From an optimization exercise on the open Yosys and OpenROAD flow, aimed at small area; shortcuts taken in it are not production practice. At most, simulation tests tie the RTL to the original design; equivalence was not proved. The RTL of runs 1 and 2 was laid out without a check of its function. Power is estimated from default activity; no workload was simulated.

`flow/flow/run.sh`:
```
#!/bin/bash
# Layout flow: ORFS through the standard.sh, with
#  - synthesis mapping combinational logic with the ABC script in
#    flow/abc_area.script (ORFS's synthesis is otherwise unchanged: same
#    yosys passes, same flip-flop mapping and register names),
#  - the make variables listed in flow/extra.txt (one NAME=VALUE per line).
# Each tool's full output stays in orfs/logs; make's output is in standard.log.
set -euo pipefail
cp -r "$FLOW_HOME/scripts" scripts_own
cp flow/abc_area.script scripts_own/abc_area.script
args=("SCRIPTS_DIR=$PWD/scripts_own")
if [[ -f flow/extra.txt ]]; then
  while IFS= read -r line; do
    [[ -z "$line" || "$line" == \#* ]] && continue
    args+=("$line")
  done < flow/extra.txt
fi
printf '%s\n' "${args[@]}" > make_args.log
bash standard.sh finish "${args[@]}" > standard.log 2>&1
```
`flow/flow/abc_area.script`:
```
strash
&get -n
&st
&dch
&nf
&put
topo
```
`flow/flow/extra.txt`:
```
BUFFER_PORTS_ARGS=-buffer_cell sky130_fd_sc_hd__buf_1
CTS_ARGS=-sink_clustering_enable -repair_clock_nets -dont_use_dummy_load
```
`flow/standard.sh`:
```
#!/bin/bash
# synth_recipe.tcl (not shown) runs the flow's synth.tcl, then flattens the netlist and writes it again
# the make line also repeats each setting of config.mk as NAME=value (left out here)
make -C /OpenROAD-flow-scripts/flow DESIGN_CONFIG=/design/flow/config.mk WORK_HOME=/design/flow/orfs CLKGATE_MAP_FILE= SYNTH_SCRIPT=/design/flow/synth_recipe.tcl "${@:-finish}"
```
`flow/config.mk`:
```
export PLATFORM = sky130hd
export DESIGN_NAME = cpu_top
export DESIGN_NICKNAME = cpu_top
export VERILOG_FILES = /design/flow/design.v
export SDC_FILE = /design/flow/constraint.sdc
export NUM_CORES = 4
export LEC_CHECK = 0
export ABC_AREA = 1
export CAP_MARGIN = 20
export CORE_MARGIN = 2
export CORE_UTILIZATION = 55
export GPL_TIMING_DRIVEN = 0
export SLEW_MARGIN = 20
```
`flow/constraint.sdc`:
```
create_clock -name core_clock -period 5.5 [get_ports {clk}]
set_input_delay 1.1000 -clock core_clock [delete_from_list [all_inputs] [get_ports {clk}]]
set_output_delay 1.1000 -clock core_clock [all_outputs]
set_load 0.01 [all_outputs]
```
`flow/design.v`:
```
module cpu_top (
    input  logic        clk,
    input  logic        rst_n,
    input  logic [15:0] i_imem_data,
    input  logic [15:0] i_dmem_rdata,
    output logic [10:0] o_imem_addr,
    output logic [10:0] o_dmem_addr,
    output logic        o_dmem_we,
    output logic [15:0] o_dmem_wdata,
    output logic        o_io_stall
);
    logic [2:0]  st_q;
    logic [3:0]  t_q;
    logic [10:0] pc_q;
    logic [15:0] a_q;
    logic [15:0] r_q;
    logic [15:0] x_q;
    logic [3:0]  pidx_q;
    logic        pend_q;
    logic [15:0] ring [16];
    logic        clr_q;
    wire [15:0] ir = i_imem_data;
    wire [2:0]  op = ir[15:13];
    wire [3:0]  rs = ir[12:9];
    wire [3:0]  rt = ir[8:5];
    wire [3:0]  rd = ir[4:1];
    wire        fb = ir[0];
    wire is_alu = (op == 3'd0) || (op == 3'd1 && !fb);    
    wire is_mul = (op == 3'd1) && fb;
    wire is_ls  = (op == 3'd2) || (op == 3'd3);
    wire is_lw  = (op == 3'd2);
    logic [2:0] last;
    always_comb begin
        case (op)
            3'd0:    last = 3'd5;
            3'd1:    last = fb ? 3'd6 : 3'd5;
            3'd2:    last = 3'd7;
            3'd3:    last = 3'd6;
            default: last = 3'd4;
        endcase
    end
    wire is_last = (st_q == last);
    always_ff @(posedge clk or negedge rst_n) begin
        if (!rst_n)            st_q <= 3'd0;
        else if (st_q == 3'd0) st_q <= 3'd2;
        else if (is_last)      st_q <= 3'd1;
        else                   st_q <= st_q + 3'd1;
    end
    always_ff @(posedge clk or negedge rst_n) begin
        if (!rst_n) t_q <= 4'd0;
        else        t_q <= t_q + 4'd1;
    end
    assign o_io_stall = (st_q != 3'd1);
    wire [3:0] ridx = (st_q == 3'd2) ? rs : rt;
    wire [3:0] slot = ridx + t_q;
    wire       fwd  = pend_q && (ridx == pidx_q);
    logic [15:0] rdata;
    always_comb begin
        rdata = fwd ? x_q : 16'd0;
        for (int s = 0; s < 16; s++)
            rdata = rdata | (ring[s] & {16{!clr_q && !fwd && (slot == 4'(s))}});
    end
    always_ff @(posedge clk) begin
        if (st_q == 3'd2) a_q <= rdata;
        r_q <= rdata;
    end
    logic mul_q, ls_q, sub_q, slt_q;
    always_ff @(posedge clk) begin
        mul_q <= is_mul;
        ls_q  <= is_ls;
        sub_q <= (op == 3'd0) ? fb : 1'b1;
        slt_q <= (op == 3'd1) && !fb;
    end
    logic [15:0] acc;
    logic [4:0]  dig;
    logic        cin;
    logic [15:0] msrc;
    always_comb begin
        msrc = (st_q == 3'd4) ? (a_q & {16{r_q[15]}}) : x_q;
        if (mul_q) begin
            acc = {msrc[10:0], 5'd0};
            case (st_q)
                3'd4:    dig = r_q[14:10];
                3'd5:    dig = r_q[9:5];
                default: dig = r_q[4:0];
            endcase
            cin = 1'b0;
        end else if (ls_q) begin
            acc = {{11{ir[4]}}, ir[4:0]};
            dig = 5'd1;
            cin = 1'b0;
        end else begin
            acc = r_q ^ {16{sub_q}};
            dig = 5'd1;
            cin = sub_q;
        end
    end
    wire [15:0] tree = acc + (a_q & {16{dig[0]}})
                     + ({a_q[14:0], 1'b0} & {16{dig[1]}})
                     + ({a_q[13:0], 2'b0} & {16{dig[2]}})
                     + ({a_q[12:0], 3'b0} & {16{dig[3]}})
                     + ({a_q[11:0], 4'b0} & {16{dig[4]}})
                     + {15'd0, cin};
    wire lt = (a_q[15] != r_q[15]) ? a_q[15] : tree[15];
    wire eq = (a_q == r_q);
    wire prod_alu = is_alu && (st_q == 3'd4);
    wire addr_ls  = is_ls  && (st_q == 3'd4);
    wire prod_lw  = is_lw  && (st_q == 3'd6);
    wire step_mul = is_mul && (st_q == 3'd4 || st_q == 3'd5 || st_q == 3'd6);
    wire prod_mul = is_mul && (st_q == 3'd6);
    wire produce  = prod_alu || prod_lw || prod_mul;
    always_ff @(posedge clk) begin
        if (prod_alu && slt_q)                 x_q <= {15'd0, lt};
        else if (prod_lw)                      x_q <= i_dmem_rdata;
        else if (prod_alu || addr_ls || step_mul) x_q <= tree;
    end
    always_ff @(posedge clk) begin
        if (produce) pidx_q <= is_lw ? rt : rd;
    end
    wire [3:0] wslot  = pidx_q + t_q + 4'd1;
    wire       commit = pend_q && (wslot[1:0] == 2'd0);
    always_ff @(posedge clk or negedge rst_n) begin
        if (!rst_n)       pend_q <= 1'b0;
        else if (produce) pend_q <= 1'b1;
        else if (commit)  pend_q <= 1'b0;
    end
    always_ff @(posedge clk or negedge rst_n) begin
        if (!rst_n)             clr_q <= 1'b1;
        else if (st_q == 3'd4)  clr_q <= 1'b0;
    end
    wire [15:0] wval = x_q & {16{!clr_q}};
    always_ff @(posedge clk) begin
        for (int s = 0; s < 16; s++) begin
            if (s % 4 == 0 && (clr_q || (commit && wslot[3:2] == 2'(s / 4))))
                ring[s] <= wval;
            else
                ring[s] <= ring[(s + 15) % 16];
        end
    end
    wire        taken = (op == 3'd4) && eq;
    wire [10:0] pinc  = pc_q + (taken ? {{6{ir[4]}}, ir[4:0]} : 11'd0) + 11'd1;
    always_ff @(posedge clk or negedge rst_n) begin
        if (!rst_n)       pc_q <= 11'd0;
        else if (is_last) pc_q <= (op == 3'd5) ? ir[11:1] : pinc;
    end
    assign o_imem_addr  = pc_q;
    assign o_dmem_addr  = x_q[10:0];
    assign o_dmem_we    = (st_q == 3'd5) && (op == 3'd3);
    assign o_dmem_wdata = r_q;
endmodule
```
==> insert_results.sql, run 1 <==
INSERT INTO impl_metrics (metric_group, metric, value, unit) VALUES
('placed_design', 'port_buffers', '73', ''),
('synth', 'synth.top_cell.area_share', '41.4', '%'),
('cells_and_area', 'antenna_cell_count', '0', ''),
('cells_and_area', 'layout.area.seq', '6960', 'sq um'),
('cells_and_area', 'synthToLayoutAreaGrowth', '17.7', '%'),
('global_routing', 'grt_antenna_before_repair', '0', ''),
('timing', 'setup_viol', '0', ''),
('pwr', 'pwr_density_cell', '596', 'nW/um^2'),
('min_path', 'min_to', 'ring[2][2]$_DFF_P_', ''),
('global_routing', 'wire_length_of_the_first_global_routing_pass', '62900', 'um'),
('floorplanning', 'die_y', '164', 'um'),
('critical_path', 'rr_startpoint', 'st_q[0]$_DFF_PN0_', ''),
('clock_network', 'cell_at_the_root_of_the_clock_tree', 'clkbuf_16', ''),
('clock_network', 'cts.reportedPaths.clkPinSlew', '0.06', 'ns'),
('critical_path', 'setup.worst_path.class', 'reg -> reg', ''),
('critical_path', 'worst_ep_arrival_time', '5.56', 'ns'),
('clock_network', 'clkLatencyLatePin', '0.53', 'ns'),
('run_status', 'run_status', 'timing/DRC/antenna clean', ''),
('cells_and_area', 'stdcell_area', '16600', 'sq um'),
('detailed_routing', 'drc', '0', ''),
('critical_path', 'reg2reg_to', 'a_q[11]$_DFFE_PN_', ''),
('floorplanning', 'io_pins', '74', ''),
('detailed_routing', 'route.antenna.remaining_nets', '0', ''),
('pwr', 'sum_of_internal_switching_and_leakage_power', '9.88', 'mW'),
('detailed_routing', 'routed_wirelength', '40700', 'um'),
('synth', 'synth.top_cells.by_area', 'dfxtp_1 (41%), fa_1 (7.5%), nand2_1 (6.8%), edfxtp_1 (4.5%), o21ai_0 (4.2%)', ''),
('global_routing', 'grt_util_met2', '49.6', '%'),
('timing', 'finalClockSkew', '0.0690', 'ns'),
('cells_and_area', 'multi_input_gate_area', '7030', 'sq um'),
('placed_design', 'pre_cts_slack', '-1.22', 'ns'),
('critical_path', 'endpoint_kind', 'flop', ''),
('timing', 'final.setup.tns', '0', 'ns'),
('global_routing', 'grt.total_usage', '30.8', '%'),
('timing', 'f_max', '189', 'MHz'),
('timing', 'maxSlewViolCount', '0', ''),
('floorplanning', 'design.core.area', '25200', 'sq um'),
('synth', 'ys_ff_latch', '332', ''),
('synth', 'synth_seq_area_share', '49.4', '%'),
('min_path', 'worstHoldPathCells', '0', ''),
('global_routing', 'total_grt_overflow', '0', ''),
('min_path', 'min-delay-path-class', 'reg -> reg', ''),
('timing', 'worst_pin_slew', '1.01', 'ns'),
('synth', 'async_flop_share', '6.02', '%'),
('min_path', 'worstHoldStart', 'ring[1][2]$_DFF_P_', ''),
('critical_path', 'critPathBufInv', '2', ''),
('synth', 'number_of_enable_flip_flop_cells_after_synthesis', '21', ''),
('pwr', 'p_leak', '6.37', 'nW'),
('timing', 'relSlewSlack', '32.1', '%'),
('detailed_routing', 'dr_total_vias', '11500', ''),
('clock_network', 'cts_htree_levels', '2', ''),
('detailed_routing', 'firstDrtPassIters', '7', ''),
('global_routing', 'grt_max_usage_layer', 'met2', ''),
('global_routing', 'vias_in_the_first_global_route', '11300', ''),
('clock_network', 'clock_tree.buffer_depth', '3', ''),
('placed_design', 'hpwl', '29300', 'um'),
('clock_network', 'tritoncts', 'done', ''),
('cells_and_area', 'layout.cells.most_common', 'dfxtp_1', ''),
('clock_network', 'cts_hold_repair.buffers', '0', ''),
('synth', 'ys_dominant_reg_cell', 'dfxtp_1', ''),
('clock_network', 'cts-buffers-inserted', '36', ''),
('timing', 'finalHoldViolCount', '0', ''),
('floorplanning', 'count_of_standard_cell_rows', '58', ''),
('cells_and_area', 'fillers', '2121', ''),
('floorplanning', 'initial_standard_cell_utilization_of_the_core', '55.9', '%'),
('detailed_routing', 'routedWlPerCell', '21.2', 'um'),
('flow_run', 'timing.max_cap.violations', '0', ''),
('synth', 'yosys_warnings', '2', ''),
('cells_and_area', 'drive_gt1_share', '10.3', '%'),
('cells_and_area', 'final_cell_mix', 'dfxtp_1 (290), nand2_1 (253), o21ai_0 (116)', ''),
('global_routing', 'grt.met3_usage', '5.18', '%'),
('synth', 'gate_count_after_technology_mapping', '1424', '');
-- worst max path at each step --
stage                           start           endpoint  slack (ns)  depth (start not counted)
floorplan           st_q[2]$_DFF_PN0_   x_q[0]$_DFFE_PP_        0.29                         19
global placement    st_q[0]$_DFF_PN0_   a_q[8]$_DFFE_PN_       -3.07                         14
detailed placement  st_q[2]$_DFF_PN0_   x_q[0]$_DFFE_PP_       -1.22                         19
CTS                 st_q[0]$_DFF_PN0_   x_q[0]$_DFFE_PP_        0.03                         22
global route        st_q[0]$_DFF_PN0_  a_q[11]$_DFFE_PN_       -0.07                         13
finish              st_q[0]$_DFF_PN0_  a_q[11]$_DFFE_PN_        0.20                         13
-- where the power goes --
group          total [mW]  internal [mW]  switching, mW  leakage (nW)
logic                4.02           1.59           2.43          3.10
registers            3.86           3.19          0.674          2.83
clock network        2.00           1.15          0.853         0.444
total                9.88           5.93           3.96          6.37
-- registers in the layout, indices dropped and copies added, names as in the netlist --
register and count:
clr_q 1, pend_q 1, st_q 3, slt_q 1
mul_q 1, x_q 16, pidx_q 4, a_q 16
pc_q 11, sub_q 1, ring 256, ls_q 1
r_q 16, t_q 4
-- layer usage --
layer	vias to the layer above	part of all wire, %	wire length (um)
li1	5357	-	-
met1	5553	44	17800
met2	441	45	18300
met3	109	7.3	2990
met4	0	3.9	1600
met5	-	0	0
-- cell usage after synthesis (all sizes together) (21+ instances only) --
cell type  count
clkinv        92
and2          56
nand4         23
a21oi         68
fa            53
a222oi        28
a22oi         21
dfxtp        291
edfxtp        21
nand2        254
o21ai        119
ha            37
xor2          32
xnor2         24
nor2          54
nand3         33
-- logic make-up after synthesis --
family / after synthesis / synth area share, %
muxes: 9 / 0.648
adders and majority gates: 90 / 10.8
xor gates and xnor gates: 56 / 3.48
buffers and inverters: 103 / 3.04
and+or+nand+nor: 507 / 17.6
DFF: 332 / 49.4
AOI/OAI and AO/OA: 327 / 15.0
-- what timing repair did --
action / 4_1_cts / 5_1_grt
buffers inserted: 13 / 12
resized for setup: 25 / 26
endpoints found under the setup margin: 36 / 22
pin swaps: 4 / 7
gates cloned: 1 / 0
-- layout make-up --
cell class,instances,share of cell area (%)
plain buffers,11,0.498
clock buffers,36,5.43
inverters,92,2.09
multi-input cells,989,42.4
flip-flops and latches,332,42.0
well taps,330,2.49
repair buffers,132,5.11
==> run 2, diff against run 1 <==
==> flow/flow/extra.txt (replaced) <==
BUFFER_PORTS_ARGS=-buffer_cell sky130_fd_sc_hd__buf_1
CTS_ARGS=-sink_clustering_enable -repair_clock_nets -dont_use_dummy_load -sink_clustering_size 25 -sink_clustering_max_diameter 200 -buf_list {sky130_fd_sc_hd__clkbuf_8 sky130_fd_sc_hd__clkbuf_16}
==> insert_results.sql, run 2 <==
INSERT INTO impl_metrics (metric_group, metric, value, unit) VALUES
('run_status', 'run_status', 'timing/DRC/antenna clean', ''),
('pwr', 'p_seq_share', '42.5', '%'),
('placed_design', 'post-place-cells', '1860', ''),
('synth', 'synth.top_cells.by_area', 'dfxtp_1 (41%), fa_1 (7.5%), nand2_1 (6.8%), edfxtp_1 (4.5%), o21ai_0 (4.2%)', ''),
('timing', 'relSlewSlack', '32.4', '%'),
('detailed_routing', 'post_drt_via_cell_ratio', '5.99', ''),
('critical_path', 'setup.worst_path.class', 'reg -> reg', ''),
('placed_design', 'hpwl', '29300', 'um'),
('timing', 'maxSlewViolCount', '0', ''),
('clock_network', 'clkLatencyLatePin', '0.52', 'ns'),
('timing', 'layout_min_cycle_time', '5.34', 'ns'),
('clock_network', 'tritoncts', 'done', ''),
('critical_path', 'worst_path_most_repeated_cell', 'fa_1', ''),
('placed_design', 'port_buffers', '73', ''),
('pwr', 'clockPowerShare', '14.4', '%'),
('synth', 'number_of_enable_flip_flop_cells_after_synthesis', '21', ''),
('pwr', 'p_leak', '6.09', 'nW'),
('floorplanning', 'area_enclosed_by_the_die_boundary', '26900', 'sq um'),
('floorplanning', 'count_of_standard_cell_rows', '58', ''),
('floorplanning', 'initial_standard_cell_utilization_of_the_core', '55.9', '%'),
('placed_design', 'gpl.final_weighted_congestion', '0.891', ''),
('synth', 'ys_top_cells_by_count', 'dfxtp_1 (291), nand2_1 (254), o21ai_0 (119), clkinv_1 (92), a21oi_1 (68)', ''),
('detailed_routing', 'routed_wirelength', '40100', 'um'),
('clock_network', 'cts.reportedPaths.clkPinSlew', '0.11', 'ns'),
('timing', 'finalHoldViolCount', '0', ''),
('critical_path', 'worst_ep_required_time', '5.75', 'ns'),
('critical_path', 'setup.worst_path.start_class', 'flop', ''),
('timing', 'rsz0062_at_grt', 'yes', ''),
('synth', 'ys_types', '57', ''),
('pwr', 'switching_share', '41.8', '%'),
('floorplanning', 'die_y', '164', 'um'),
('synth', 'ys_dominant_reg_cell', 'dfxtp_1', ''),
('cells_and_area', 'final_nets', '1694', ''),
('pwr', 'internal_power', '5.26', 'mW'),
('placed_design', 'placed_cell_area', '15300', 'sq um'),
('cells_and_area', 'synthToLayoutAreaGrowth', '13.5', '%'),
('critical_path', 'cp_top_family', 'adder cells', ''),
('pwr', 'pwr_density_cell', '566', 'nW/um^2'),
('pwr', 'vdd_drop_max', '0.544', 'mV'),
('flow_run', 'timing.max_cap.violations', '0', ''),
('critical_path', 'critPathBufInv', '4', ''),
('clock_network', 'cts_htree_levels', '1', ''),
('pwr', 'sum_of_internal_switching_and_leakage_power', '9.05', 'mW'),
('detailed_routing', 'dr_total_vias', '11400', ''),
('timing', 'fin_worst_hold_slack', '0.299', 'ns'),
('detailed_routing', 'firstDrtPassIters', '5', ''),
('detailed_routing', 'drt_iter0_markers', '1178', ''),
('cells_and_area', 'layout.cells.most_common', 'dfxtp_1', ''),
('detailed_routing', 'route.antenna.remaining_nets', '0', ''),
('synth', 'async_flop_share', '6.02', '%'),
('pwr', 'power.net_switching', '3.78', 'mW'),
('cells_and_area', 'final_cell_mix', 'dfxtp_1 (289), nand2_1 (253), o21ai_0 (116)', ''),
('clock_network', 'clock_tree.buffer_depth', '3', ''),
('global_routing', 'grt_start_max_net_pins', '28', ''),
('timing', 'fin_crit_sh', '97.0', '%'),
('critical_path', 'crit_path_max_incr_delay', '0.52', 'ns'),
('synth', 'syn_area', '14100', 'sq um'),
('global_routing', 'grt.total_usage', '30.3', '%'),
('floorplanning', 'io_pins', '74', ''),
('critical_path', 'path_cells', 'clkinv_1 -> ha_2 -> and2_4 -> a32oi_2 -> o211ai_1 -> buf_4 -> buf_4 -> nand2_1 -> fa_1 -> clkinv_1 -> fa_1 -> ha_1 -> ha_1 -> fa_1 -> nand3_1 -> nand2_2 -> a21oi_4 -> o21ai_1 -> a21o_1 -> a21oi_2 -> xnor2_1 -> o211ai_1 -> o21ai_0', ''),
('detailed_routing', 'drc', '0', ''),
('synth', 'yosysTopAreaCell', 'dfxtp_1', ''),
('cells_and_area', 'regMostFlops', 'ring', ''),
('critical_path', 'endpoint_kind', 'flop', ''),
('critical_path', 'cp_max_fo', '7', ''),
('timing', 'worst_pin_slew', '1.01', 'ns'),
('synth', 'synthesis.area_per_instance', '9.89', 'sq um'),
('timing', 'finalClockSkew', '0.0613', 'ns'),
('global_routing', 'wire_length_of_the_first_global_routing_pass', '62300', 'um'),
('synth', 'synth_most_common_cell', 'dfxtp_1', ''),
('global_routing', 'total_grt_overflow', '0', ''),
('critical_path', 'worst_ep_arrival_time', '5.58', 'ns'),
('cells_and_area', 'antenna_cell_count', '0', ''),
('synth', 'synth.top_cell.area_share', '41.4', '%'),
('global_routing', 'vias_in_the_first_global_route', '11100', ''),
('timing', 'setup_viol', '0', ''),
('cells_and_area', 'largest_register_ffs', '256', ''),
('cells_and_area', 'layoutNonFillerInstCount', '1898', ''),
('synth', 'syn-num-nets', '1548', ''),
('clock_network', 'cts-buffers-inserted', '17', ''),
('cells_and_area', 'stdcell_area', '16000', 'sq um'),
('clock_network', 'cell_at_the_root_of_the_clock_tree', 'clkbuf_16', ''),
('synth', 'synth_seq_area_share', '49.4', '%'),
('synth', 'gate_count_after_technology_mapping', '1424', ''),
('detailed_routing', 'routedWlPerCell', '21.1', 'um'),
('critical_path', 'critPathSlowestCell', 'fa_1', ''),
('floorplanning', 'design.core.area', '25200', 'sq um'),
('cells_and_area', 'drive_gt1_share', '8.48', '%'),
('pwr', 'power_frac_comb', '43.1', '%'),
('timing', 'f_max', '187', 'MHz'),
('clock_network', 'cts_sinks', '332', ''),
('min_path', 'min-delay-path-class', 'reg -> reg', ''),
('synth', 'yosys_warnings', '2', ''),
('floorplanning', 'horiz_die_dim', '164', 'um'),
('synth', 'ys_ff_latch', '332', ''),
('global_routing', 'grt_antenna_before_repair', '0', '');
run 2: cell count changes in the layout (fill, tap and decap cells not counted), sizes merged:
cell and change:
clkinv +2, inv -2, clkbuf -19, buf -5
run 2: final timing paths:
check                                    startpoint                  end  slack [ns]  depth (start not counted)
max in group asynchronous                     rst_n    st_q[1]$_DFF_PN0_        4.60                          1
worst min-delay path            ring[6][10]$_DFF_P_  ring[7][10]$_DFF_P_        0.30                          0
worst min register to register  ring[6][10]$_DFF_P_  ring[7][10]$_DFF_P_        0.30                          0
min in group asynchronous                     rst_n  pc_q[9]$_DFFE_PN0P_        0.52                          1
worst max-delay path              st_q[1]$_DFF_PN0_     x_q[0]$_DFFE_PP_        0.16                         23
worst max register to register    st_q[1]$_DFF_PN0_     x_q[0]$_DFFE_PP_        0.16                         23
run 2: area by class of cell:
type	count	area, sq um
multi-input cells	989	6960
flip-flops and latches	332	6970
clock buffers	17	425
inverters	92	347
repair buffers	127	797
well taps	330	413
fillers	2180	9190
plain buffers	11	82.6
run 2: what timing repair did:
action / 4_1_cts / 5_1_grt
hold buffers: 0 / 0
pin swaps: 4 / 4
gates resized for setup: 24 / 16
setup buffers: 15 / 5
setup endpoints to repair: 39 / 15
gates cloned: 1 / 0
run 2: cells by family after synthesis:
group                    share of synthesized area, %
multiplexers                                    0.648
AND/OR/NAND/NOR                                  17.6
flip-flops                                       49.4
buffers and inverters                            3.04
adder cells (fa/ha/maj)                          10.8
XOR/XNOR                                         3.48
AO/OA/AOI/OAI                                    15.0
run 2: worst register-to-register path, delay by kind of cell, from the launching register on:
| kind | cells | cell delay (ns) |
|---|---|---|
| AND/OR/NAND/NOR | 4 | 0.51 |
| XOR/XNOR | 1 | 0.13 |
| adder cells (fa/ha/maj) | 6 | 2.11 |
| AO/OA/AOI/OAI | 8 | 1.42 |
| flip-flops | 1 | 0.42 |
| buffers and inverters | 4 | 0.47 |
run 2: layer usage:
| layer | GRT usage, % | part of all wire, % |
|---|---|---|
| met4 | 10.1 | 2.9 |
| met1 | 41.7 | 44 |
| met3 | 3.81 | 7.7 |
| met2 | 49.6 | 45 |
| met5 | 0 | 0 |
run 2: power by group through the flow:
| stage | Clock (mW) | Sequential, mW | Combinational [mW] |
|---|---|---|---|
| 2_1_floorplan | 0 | 3.61 | 2.49 |
| 5_1_grt | 1.40 | 3.91 | 4.35 |
| 3_5_place_dp | 0 | 3.86 | 3.70 |
| 6_report | 1.30 | 3.84 | 3.90 |
| 3_3_place_gp | 0 | 3.85 | 3.44 |
| 4_1_cts | 1.31 | 3.81 | 3.79 |
run 2: per-stage QoR:
stage / TNS (ns) / setup WS [ns] / util [%]
final: 0 / 0.165 / 63.5
after floorplan: 0 / 0.286 / -
after detailed placement: -7.40 / -1.22 / 60.6
after global routing: -0.0904 / -0.0904 / 63.5
after CTS: 0 / 0.0295 / 63.1
after global placement: -101.31 / -3.07 / 58.7
==> run 3, diff against run 2 <==
--- a/flow/design.v
+++ b/flow/design.v
@@ -71,43 +71,42 @@
         sub_q <= (op == 3'd0) ? fb : 1'b1;
         slt_q <= (op == 3'd1) && !fb;
     end
+    logic [4:0] win;
+    always_comb begin
+        case (st_q)
+            3'd4:    win = r_q[15:11];
+            3'd5:    win = r_q[11:7];
+            3'd6:    win = r_q[7:3];
+            default: win = {r_q[3:0], 1'b0};
+        endcase
+    end
+    wire one_lo = mul_q ? (win[1] ^ win[0]) : 1'b1;
+    wire two_lo = mul_q && ((win[2] && !win[1] && !win[0]) || (!win[2] && win[1] && win[0]));
+    wire neg_lo = mul_q && win[2];
+    wire one_hi = mul_q && (win[3] ^ win[2]);
+    wire two_hi = mul_q && ((win[4] && !win[3] && !win[2]) || (!win[4] && win[3] && win[2]));
+    wire neg_hi = mul_q && win[4];
+    wire [15:0] a_sh  = {a_q[14:0], 1'b0};
+    wire [15:0] pp_lo = ((a_q & {16{one_lo}}) | (a_sh & {16{two_lo}})) ^ {16{neg_lo}};
+    wire [15:0] pp_hi = ((a_q & {16{one_hi}}) | (a_sh & {16{two_hi}})) ^ {16{neg_hi}};
     logic [15:0] acc;
-    logic [4:0]  dig;
-    logic        cin;
-    logic [15:0] msrc;
     always_comb begin
-        msrc = (st_q == 3'd4) ? (a_q & {16{r_q[15]}}) : x_q;
-        if (mul_q) begin
-            acc = {msrc[10:0], 5'd0};
-            case (st_q)
-                3'd4:    dig = r_q[14:10];
-                3'd5:    dig = r_q[9:5];
-                default: dig = r_q[4:0];
-            endcase
-            cin = 1'b0;
-        end else if (ls_q) begin
+        if (mul_q)
+            acc = {((st_q == 3'd4) ? 12'd0 : x_q[11:0]), 1'b0, neg_hi, 1'b0, neg_lo};
+        else if (ls_q)
             acc = {{11{ir[4]}}, ir[4:0]};
-            dig = 5'd1;
-            cin = 1'b0;
-        end else begin
+        else
             acc = r_q ^ {16{sub_q}};
-            dig = 5'd1;
-            cin = sub_q;
-        end
     end
-    wire [15:0] tree = acc + (a_q & {16{dig[0]}})
-                     + ({a_q[14:0], 1'b0} & {16{dig[1]}})
-                     + ({a_q[13:0], 2'b0} & {16{dig[2]}})
-                     + ({a_q[12:0], 3'b0} & {16{dig[3]}})
-                     + ({a_q[11:0], 4'b0} & {16{dig[4]}})
-                     + {15'd0, cin};
+    wire        cin  = !mul_q && !ls_q && sub_q;
+    wire [15:0] tree = acc + pp_lo + {pp_hi[13:0], 1'b0, cin};
     wire lt = (a_q[15] != r_q[15]) ? a_q[15] : tree[15];
     wire eq = (a_q == r_q);
     wire prod_alu = is_alu && (st_q == 3'd4);
     wire addr_ls  = is_ls  && (st_q == 3'd4);
     wire prod_lw  = is_lw  && (st_q == 3'd6);
-    wire step_mul = is_mul && (st_q == 3'd4 || st_q == 3'd5 || st_q == 3'd6);
-    wire prod_mul = is_mul && (st_q == 3'd6);
+    wire step_mul = is_mul && (st_q == 3'd4 || st_q == 3'd5 || st_q == 3'd6 || st_q == 3'd1);
+    wire prod_mul = is_mul && (st_q == 3'd1);
     wire produce  = prod_alu || prod_lw || prod_mul;
     always_ff @(posedge clk) begin
         if (prod_alu && slt_q)                 x_q <= {15'd0, lt};
@@ -117,18 +116,20 @@
     always_ff @(posedge clk) begin
         if (produce) pidx_q <= is_lw ? rt : rd;
     end
-    wire [3:0] wslot  = pidx_q + t_q + 4'd1;
-    wire       commit = pend_q && (wslot[1:0] == 2'd0);
+    wire [3:0]  widx   = prod_mul ? rd : pidx_q;
+    wire [3:0]  wslot  = widx + t_q + 4'd1;
+    wire        commit = (pend_q || prod_mul) && (wslot[1:0] == 2'd0);
+    wire [15:0] wres   = prod_mul ? tree : x_q;
     always_ff @(posedge clk or negedge rst_n) begin
         if (!rst_n)       pend_q <= 1'b0;
-        else if (produce) pend_q <= 1'b1;
+        else if (produce) pend_q <= !(prod_mul && commit);
         else if (commit)  pend_q <= 1'b0;
     end
     always_ff @(posedge clk or negedge rst_n) begin
         if (!rst_n)             clr_q <= 1'b1;
         else if (st_q == 3'd4)  clr_q <= 1'b0;
     end
-    wire [15:0] wval = x_q & {16{!clr_q}};
+    wire [15:0] wval = wres & {16{!clr_q}};
     always_ff @(posedge clk) begin
         for (int s = 0; s < 16; s++) begin
             if (s % 4 == 0 && (clr_q || (commit && wslot[3:2] == 2'(s / 4))))
==> flow/flow/extra.txt (replaced) <==
BUFFER_PORTS_ARGS=-buffer_cell sky130_fd_sc_hd__buf_1
CTS_ARGS=-sink_clustering_enable -repair_clock_nets -dont_use_dummy_load
==> insert_results.sql, run 3 <==
INSERT INTO impl_metrics (metric_group, metric, value, unit) VALUES
('critical_path', 'reg2reg_to', 'a_q[12]$_DFFE_PN_', ''),
('placed_design', 'hpwl', '28500', 'um'),
('pwr', 'pwr_density_cell', '563', 'nW/um^2'),
('synth', 'synth.top_cells.by_area', 'dfxtp_1 (43%), nand2_1 (6.4%), edfxtp_1 (4.7%), o21ai_0 (4.6%), dfrtp_1 (3.5%)', ''),
('floorplanning', 'count_of_standard_cell_rows', '57', ''),
('timing', 'f_max', '189', 'MHz'),
('global_routing', 'wire_length_of_the_first_global_routing_pass', '61100', 'um'),
('synth', 'syn_area', '13500', 'sq um'),
('flow_run', 'timing.max_cap.violations', '0', ''),
('critical_path', 'worst_ep_required_time', '5.73', 'ns'),
('placed_design', 'gpl.final_weighted_congestion', '0.856', ''),
('detailed_routing', 'drc', '0', ''),
('pwr', 'power_frac_comb', '37.5', '%'),
('synth', 'synth.top_cell.area_share', '43.1', '%'),
('critical_path', 'setup.worst_path.start', 'st_q[0]$_DFF_PN0_', ''),
('critical_path', 'endpoint_kind', 'flop', ''),
('detailed_routing', 'dr_total_vias', '11100', ''),
('critical_path', 'endpoint', 'a_q[12]$_DFFE_PN_', ''),
('detailed_routing', 'firstDrtPassIters', '6', ''),
('critical_path', 'rrSetupSlack', '0.20', 'ns'),
('timing', 'finalClockSkew', '0.0483', 'ns'),
('synth', 'syn-num-nets', '1487', ''),
('placed_design', 'placed_cell_area', '14700', 'sq um'),
('synth', 'ys_ff_latch', '332', ''),
('synth', 'yosys_warnings', '2', ''),
('pwr', 'p_leak', '6.17', 'nW'),
('synth', 'yosysTopAreaCell', 'dfxtp_1', ''),
('clock_network', 'tritoncts', 'done', ''),
('synth', 'ys_dominant_reg_cell', 'dfxtp_1', ''),
('critical_path', 'setup.worst_path.start_class', 'flop', ''),
('min_path', 'min-delay-path-class', 'reg -> reg', ''),
('critical_path', 'rr_startpoint', 'st_q[0]$_DFF_PN0_', ''),
('clock_network', 'clock_tree.buffer_depth', '3', ''),
('cells_and_area', 'layoutNonFillerInstCount', '1875', ''),
('cells_and_area', 'regMostFlops', 'ring', ''),
('detailed_routing', 'routed_wirelength', '39400', 'um'),
('global_routing', 'grt_antenna_before_repair', '0', ''),
('cells_and_area', 'synthToLayoutAreaGrowth', '17.1', '%'),
('placed_design', 'post-place-cells', '1828', ''),
('timing', 'finalHoldViolCount', '0', ''),
('detailed_routing', 'post_drt_via_cell_ratio', '5.92', ''),
('clock_network', 'cts_htree_levels', '2', ''),
('timing', 'finalWorstSetupSlack', '0.201', 'ns'),
('clock_network', 'cts_hold_repair.buffers', '0', ''),
('cells_and_area', 'stdcell_area', '15800', 'sq um'),
('run_status', 'run_status', 'timing/DRC/antenna clean', ''),
('synth', 'async_flop_share', '6.02', '%'),
('placed_design', 'port_buffers', '73', ''),
('global_routing', 'vias_in_the_first_global_route', '10800', ''),
('clock_network', 'cell_at_the_root_of_the_clock_tree', 'clkbuf_16', ''),
('timing', 'worst_pin_slew', '1.03', 'ns'),
('floorplanning', 'die_y', '161', 'um'),
('critical_path', 'setup.worst_path.class', 'reg -> reg', ''),
('cells_and_area', 'layout.cells.most_common', 'dfxtp_1', ''),
('critical_path', 'critPathSlowestCell', 'fa_1', ''),
('placed_design', 'pre_cts_slack', '-1.27', 'ns'),
('pwr', 'p_seq_share', '40.4', '%'),
('global_routing', 'total_grt_overflow', '0', ''),
('clock_network', 'cts.reportedPaths.clkPinSlew', '0.06', 'ns'),
('pwr', 'internal_power', '5.42', 'mW'),
('floorplanning', 'initial_standard_cell_utilization_of_the_core', '55.7', '%'),
('synth', 'synth_seq_area_share', '51.5', '%'),
('detailed_routing', 'routedWlPerCell', '21.0', 'um'),
('detailed_routing', 'drt_iter0_markers', '1018', ''),
('synth', 'ys_types', '55', ''),
('cells_and_area', 'drive_gt1_share', '9.22', '%'),
('clock_network', 'clkLatencyLatePin', '0.52', 'ns'),
('cells_and_area', 'final_cell_mix', 'dfxtp_1 (291), nand2_1 (230), o21ai_0 (122)', ''),
('floorplanning', 'design.core.area', '24200', 'sq um'),
('critical_path', 'worst_ep_arrival_time', '5.53', 'ns'),
('clock_network', 'cts_sinks', '332', ''),
('timing', 'fin_crit_sh', '96.3', '%'),
('critical_path', 'path_cells', 'clkinv_1 -> ha_2 -> nand2b_1 -> mux2_1 -> ha_1 -> fa_1 -> nor2_2 -> nor4b_2 -> buf_4 -> buf_2 -> a32oi_1 -> o2111ai_1 -> a2111oi_0 -> nand4_1 -> a2111oi_0 -> nand4_1 -> buf_4', ''),
('cells_and_area', 'antenna_cell_count', '0', ''),
('critical_path', 'crit_path_max_incr_delay', '0.70', 'ns'),
('pwr', 'clockPowerShare', '22.1', '%'),
('min_path', 'worstHoldStart', 'ring[4][7]$_DFF_P_', ''),
('floorplanning', 'area_enclosed_by_the_die_boundary', '25800', 'sq um'),
('synth', 'gate_count_after_technology_mapping', '1400', ''),
('critical_path', 'worst_r2r_path_depth', '17', ''),
('detailed_routing', 'route.antenna.remaining_nets', '0', ''),
('cells_and_area', 'largest_register_ffs', '256', ''),
('timing', 'setup_viol', '0', ''),
('critical_path', 'cp_max_fo', '8', ''),
('floorplanning', 'horiz_die_dim', '161', 'um'),
('synth', 'ys_top_cells_by_count', 'dfxtp_1 (291), nand2_1 (232), o21ai_0 (125), a21oi_1 (77), nor2_1 (61)', ''),
('cells_and_area', 'final_nets', '1640', ''),
('synth', 'synth_most_common_cell', 'dfxtp_1', ''),
('global_routing', 'grt_start_max_net_pins', '36', ''),
('floorplanning', 'io_pins', '74', ''),
('synth', 'synthesis.area_per_instance', '9.65', 'sq um'),
('synth', 'number_of_enable_flip_flop_cells_after_synthesis', '21', ''),
('global_routing', 'grt.total_usage', '30.5', '%'),
('timing', 'maxSlewViolCount', '0', ''),
('pwr', 'vdd_drop_max', '0.339', 'mV'),
('timing', 'relSlewSlack', '31.3', '%'),
('clock_network', 'cts-buffers-inserted', '35', ''),
('timing', 'layout_min_cycle_time', '5.30', 'ns'),
('pwr', 'switching_share', '39.2', '%'),
('pwr', 'power.net_switching', '3.49', 'mW');
[run 3: cell count changes after synthesis, sizes merged, moves of 10 or more]
cell	change
and2	-31
and4b	-16
and4	-11
nand4	+10
and3	+50
fa	-36
a32oi	+13
xor2	+22
clkinv	-41
nand3	+26
nand2	-22
a22o	-11
a2111oi	+29
a222oi	-28
[run 3: final cells by class]
type,instances,area [sq um]
Fill cell,2035,8420
Sequential cell,332,6960
Multi-Input combinational cell,1006,6590
Clock buffer,35,876
Timing Repair Buffer,116,717
Tap cell,324,405
Inverter,51,196
Buffer,11,82.6
[run 3: how the worst min path moves through the flow]
| stage | depth (start not counted) | endpoint | slack (ns) |
|---|---|---|---|
| after floorplan | 0 | ring[11][0]$_DFF_P_ | 0.32 |
| after global placement | 0 | ring[11][7]$_DFF_P_ | 0.32 |
| after detailed placement | 0 | ring[11][8]$_DFF_P_ | 0.33 |
| after CTS | 0 | ring[11][5]$_DFF_P_ | 0.32 |
| after global routing | 0 | ring[11][5]$_DFF_P_ | 0.32 |
| final | 0 | ring[5][7]$_DFF_P_ | 0.32 |
[run 3: kinds of logic (layout without fill, tap and decap cells)]
group                      Yosys count  count (layout)  synth area share [%]
AOI/OAI and AO/OA                  354             354                  16.7
xor gates and xnor gates            86              86                  5.67
buffers and inverters               62             213                  2.03
muxes                               11              11                 0.861
adders and majority gates           53              53                  5.85
and+or+nand+nor                    502             502                  17.4
DFF                                332             332                  51.5
[run 3: timing repair]
action,4_1_cts,5_1_grt
resized for setup,23,30
setup buffers,7,5
pin swaps,4,8
setup endpoints to repair,96,63
[run 3: stage by stage]
stage	utilization (%)	hold WS [ns]	power (mW)	setup TNS, ns
2_1_floorplan	-	0.323	5.43	0
3_3_place_gp	58.5	0.324	6.51	-259.98
3_5_place_dp	60.5	0.327	6.69	-55.54
4_1_cts	64.8	0.318	8.78	0
5_1_grt	65.3	0.323	9.42	-0.126
6_report	65.3	0.323	8.92	0
[run 3: power by group through the flow]
stage / Clock, mW / Combinational (mW) / Sequential (mW)
finish: 1.97 / 3.34 / 3.60
global route: 2.09 / 3.66 / 3.67
CTS: 2.00 / 3.21 / 3.58
detailed placement: 0 / 3.08 / 3.62
global placement: 0 / 2.91 / 3.60
floorplan: 0 / 1.99 / 3.44
[run 3: routing by layer]
| layer | wire length [um] | vias to the layer above | part of all wire (%) | global-route usage, % |
|---|---|---|---|---|
| met5 | 0 | - | 0 | 0 |
| met4 | 1320 | 0 | 3.4 | 10.3 |
| met3 | 2780 | 93 | 7.0 | 5.58 |
| met2 | 18100 | 349 | 46 | 49.8 |
| met1 | 17200 | 5301 | 44 | 41.2 |
| li1 | - | 5349 | - | - |
[run 3: critical path, delay by kind of cell (launching register included)]
| kind | cells | cell delay (ns) |
|---|---|---|
| fa+ha+maj | 3 | 1.22 |
| compound gates | 4 | 1.19 |
| simple gates | 5 | 1.04 |
| buf+inv | 4 | 0.73 |
| mux | 1 | 0.44 |
| flops | 1 | 0.41 |
==> run 4, diff against run 3 <==
==> flow/flow/abc_area.script (replaced) <==
strash
dc2
&get -n
&st
&dch
&nf -R 1000
&put
topo
==> flow/flow/extra.txt (replaced) <==
BUFFER_PORTS_ARGS=-buffer_cell sky130_fd_sc_hd__buf_1
CTS_ARGS=-sink_clustering_enable -repair_clock_nets -dont_use_dummy_load -sink_clustering_size 22 -sink_clustering_max_diameter 200 -buf_list {sky130_fd_sc_hd__clkbuf_8 sky130_fd_sc_hd__clkbuf_16}
--- a/flow/config.mk
+++ b/flow/config.mk
@@ -6,8 +6,8 @@
 export NUM_CORES = 4
 export LEC_CHECK = 0
 export ABC_AREA = 1
-export CAP_MARGIN = 20
+export CAP_MARGIN = 10
 export CORE_MARGIN = 2
 export CORE_UTILIZATION = 55
 export GPL_TIMING_DRIVEN = 0
-export SLEW_MARGIN = 20
+export SLEW_MARGIN = 10
==> insert_results.sql, run 4 <==
INSERT INTO impl_metrics (metric_group, metric, value, unit) VALUES
('run_status', 'run_status', 'failed layout checks', ''),
('run_status', 'check-failures', 'setup timing', ''),
('clock_network', 'cts-buffers-inserted', '19', ''),
('cells_and_area', 'drive_gt1_share', '16.8', '%'),
('synth', 'gate_count_after_technology_mapping', '1214', ''),
('pwr', 'internal_power', '5.54', 'mW'),
('cells_and_area', 'fillers', '1728', ''),
('global_routing', 'grt_start_max_net_pins', '30', ''),
('critical_path', 'cp_top_family', 'compound AO/OA/AOI/OAI gates', ''),
('clock_network', 'clkLatencyLatePin', '0.52', 'ns'),
('pwr', 'power_frac_comb', '44.5', '%'),
('critical_path', 'setup.worst_path.class', 'reg -> reg', ''),
('timing', 'fin_crit_sh', '102', '%'),
('timing', 'relSlewSlack', '25.0', '%'),
('global_routing', 'wire_length_of_the_first_global_routing_pass', '60300', 'um'),
('critical_path', 'setup.worst_path.start_class', 'flop', ''),
('floorplanning', 'design.core.area', '22700', 'sq um'),
('clock_network', 'tritoncts', 'done', ''),
('critical_path', 'endpoint_kind', 'flop', ''),
('synth', 'synth_most_common_cell', 'dfxtp_1', ''),
('floorplanning', 'count_of_standard_cell_rows', '55', ''),
('timing', 'setup_viol', '6', ''),
('timing', 'fin_worst_hold_slack', '0.302', 'ns'),
('cells_and_area', 'regMostFlops', 'ring', ''),
('detailed_routing', 'drc', '0', ''),
('critical_path', 'critPathSlowestCell', 'fa_1', ''),
('pwr', 'p_seq_share', '40.6', '%'),
('timing', 'finalWorstSetupSlack', '-0.0897', 'ns'),
('synth', 'syn_area', '12800', 'sq um'),
('placed_design', 'port_buffers', '73', ''),
('cells_and_area', 'antenna_cell_count', '0', ''),
('timing', 'maxSlewViolCount', '0', ''),
('min_path', 'worstHoldPathCells', '0', ''),
('synth', 'ys_dominant_reg_cell', 'dfxtp_1', ''),
('floorplanning', 'die_y', '157', 'um'),
('critical_path', 'worstSetupPathDepth', '27', ''),
('cells_and_area', 'final_cell_mix', 'dfxtp_1 (291), nand2_1 (121), o21ai_0 (88)', ''),
('pwr', 'power.net_switching', '3.59', 'mW'),
('detailed_routing', 'post_drt_via_cell_ratio', '6.25', ''),
('clock_network', 'clock_tree.buffer_depth', '3', ''),
('detailed_routing', 'firstDrtPassIters', '6', ''),
('pwr', 'sum_of_internal_switching_and_leakage_power', '9.14', 'mW'),
('floorplanning', 'initial_standard_cell_utilization_of_the_core', '56.3', '%'),
('floorplanning', 'horiz_die_dim', '157', 'um'),
('global_routing', 'grt.total_usage', '32.4', '%'),
('synth', 'async_flop_share', '6.02', '%'),
('synth', 'syn-num-nets', '1301', ''),
('placed_design', 'hpwl', '27200', 'um'),
('critical_path', 'critPathBufInv', '3', '');
[run 4: area by class of cell]
class / count / area share, %
timing repair buffer: 176 / 8.31
tap: 285 / 2.31
multi-input combinational: 827 / 39.6
clock buffer: 19 / 3.08
inverter: 44 / 1.17
sequential: 332 / 45.0
buffer: 11 / 0.534
[run 4: path summary, 6_finish.rpt]
kind | from | endpoint | slack (ns)
max in group asynchronous | rst_n | st_q[1]$_DFF_PN0_ | 4.59
min in group asynchronous | rst_n | t_q[3]$_DFF_PN0_ | 0.53
worst min register to register | ring[9][3]$_DFF_P_ | ring[10][3]$_DFF_P_ | 0.30
worst max register to register | st_q[0]$_DFF_PN0_ | x_q[0]$_DFFE_PP_ | -0.09
worst min-delay path | ring[9][3]$_DFF_P_ | ring[10][3]$_DFF_P_ | 0.30
worst max-delay path | st_q[0]$_DFF_PN0_ | x_q[0]$_DFFE_PP_ | -0.09
[run 4: timing repair]
action	4_1_cts	5_1_grt
resized for setup	65	63
setup buffers	60	20
pin swaps	34	49
endpoints found under the setup margin	40	96
gates cloned	0	1
[run 4: logic make-up after synthesis]
kind of cell	Yosys count	synth area share, %
flops	332	54.4
simple gates	303	10.8
xor+xnor	87	5.96
mux	8	0.655
compound gates	376	20.1
buf+inv	55	1.94
fa+ha+maj	53	6.18
[run 4: per-stage QoR]
step | area, sq um | TNS, ns | std cells
6_report | 15500 | -0.267 | 1694
5_1_grt | 15500 | -2.87 | 1694
4_1_cts | 15100 | -0.00820 | 1675
3_5_place_dp | 13900 | -26.05 | 1596
3_3_place_gp | 13400 | -120.82 | 1572
2_1_floorplan | 12800 | 0 | 1214
[run 4: power by group through the flow]
stage	clock network [mW]	logic, mW	registers (mW)
CTS	1.38	3.57	3.67
global route	1.46	4.38	3.77
global placement	0	2.78	3.71
detailed placement	0	2.99	3.72
finish	1.36	4.07	3.71
floorplan	0	1.92	3.53
[run 4: per-layer routing]
| metal | routed length, um | global-route usage (%) | vias to the layer above |
|---|---|---|---|
| met2 | 18500 | 52.0 | 459 |
| li1 | - | - | 4897 |
| met4 | 1020 | 10.2 | 0 |
| met5 | 0 | 0 | - |
| met3 | 3250 | 5.26 | 80 |
| met1 | 16900 | 45.2 | 5158 |

-- separate check: timing with driven ports --
The flow's constraints put no driver on any port. The routed layouts listed below were extracted and timed again, unchanged, in two steps.
Step 1 sets driving cells, clkbuf_16 on the clock port and buf_2 on the other inputs (assumed; they add their load-dependent delay and slew).
Step 2 adds t to the input delays and takes it off the output delays; t is the mean of the earliest and latest rising clock arrival at the registers after step 1. Input paths then give back, and output paths get back, about the clock's delay inside the block.
a / b / c = ideal / step 1 / step 2; a / b = the first two.
| run | t (ns) | slack for setup (ns) | worst setup path after step 2 | worst register clock-pin slew, ns | cell pins on the clock port's net |
|---|---|---|---|---|---|
| run 1 | 0.540 | 0.203 / 0.203 / -0.182 | input to register | 0.07 / 0.07 | 1 |
| run 2 | 0.540 | 0.165 / 0.165 / -0.223 | input to register | 0.12 / 0.12 | 1 |
| run 3 | 0.547 | 0.201 / 0.201 / 0.153 | input to register | 0.06 / 0.06 | 1 |
| run 4 | 0.541 | -0.090 / -0.090 / -0.153 | input to register | 0.10 / 0.10 | 1 |
With both steps, setup timing fails in run 1 and run 2, where it was met with ideal ports. The setup slack of run 2, which loses most, moves by 0.000 ns with the drivers and by -0.388 ns with both steps.
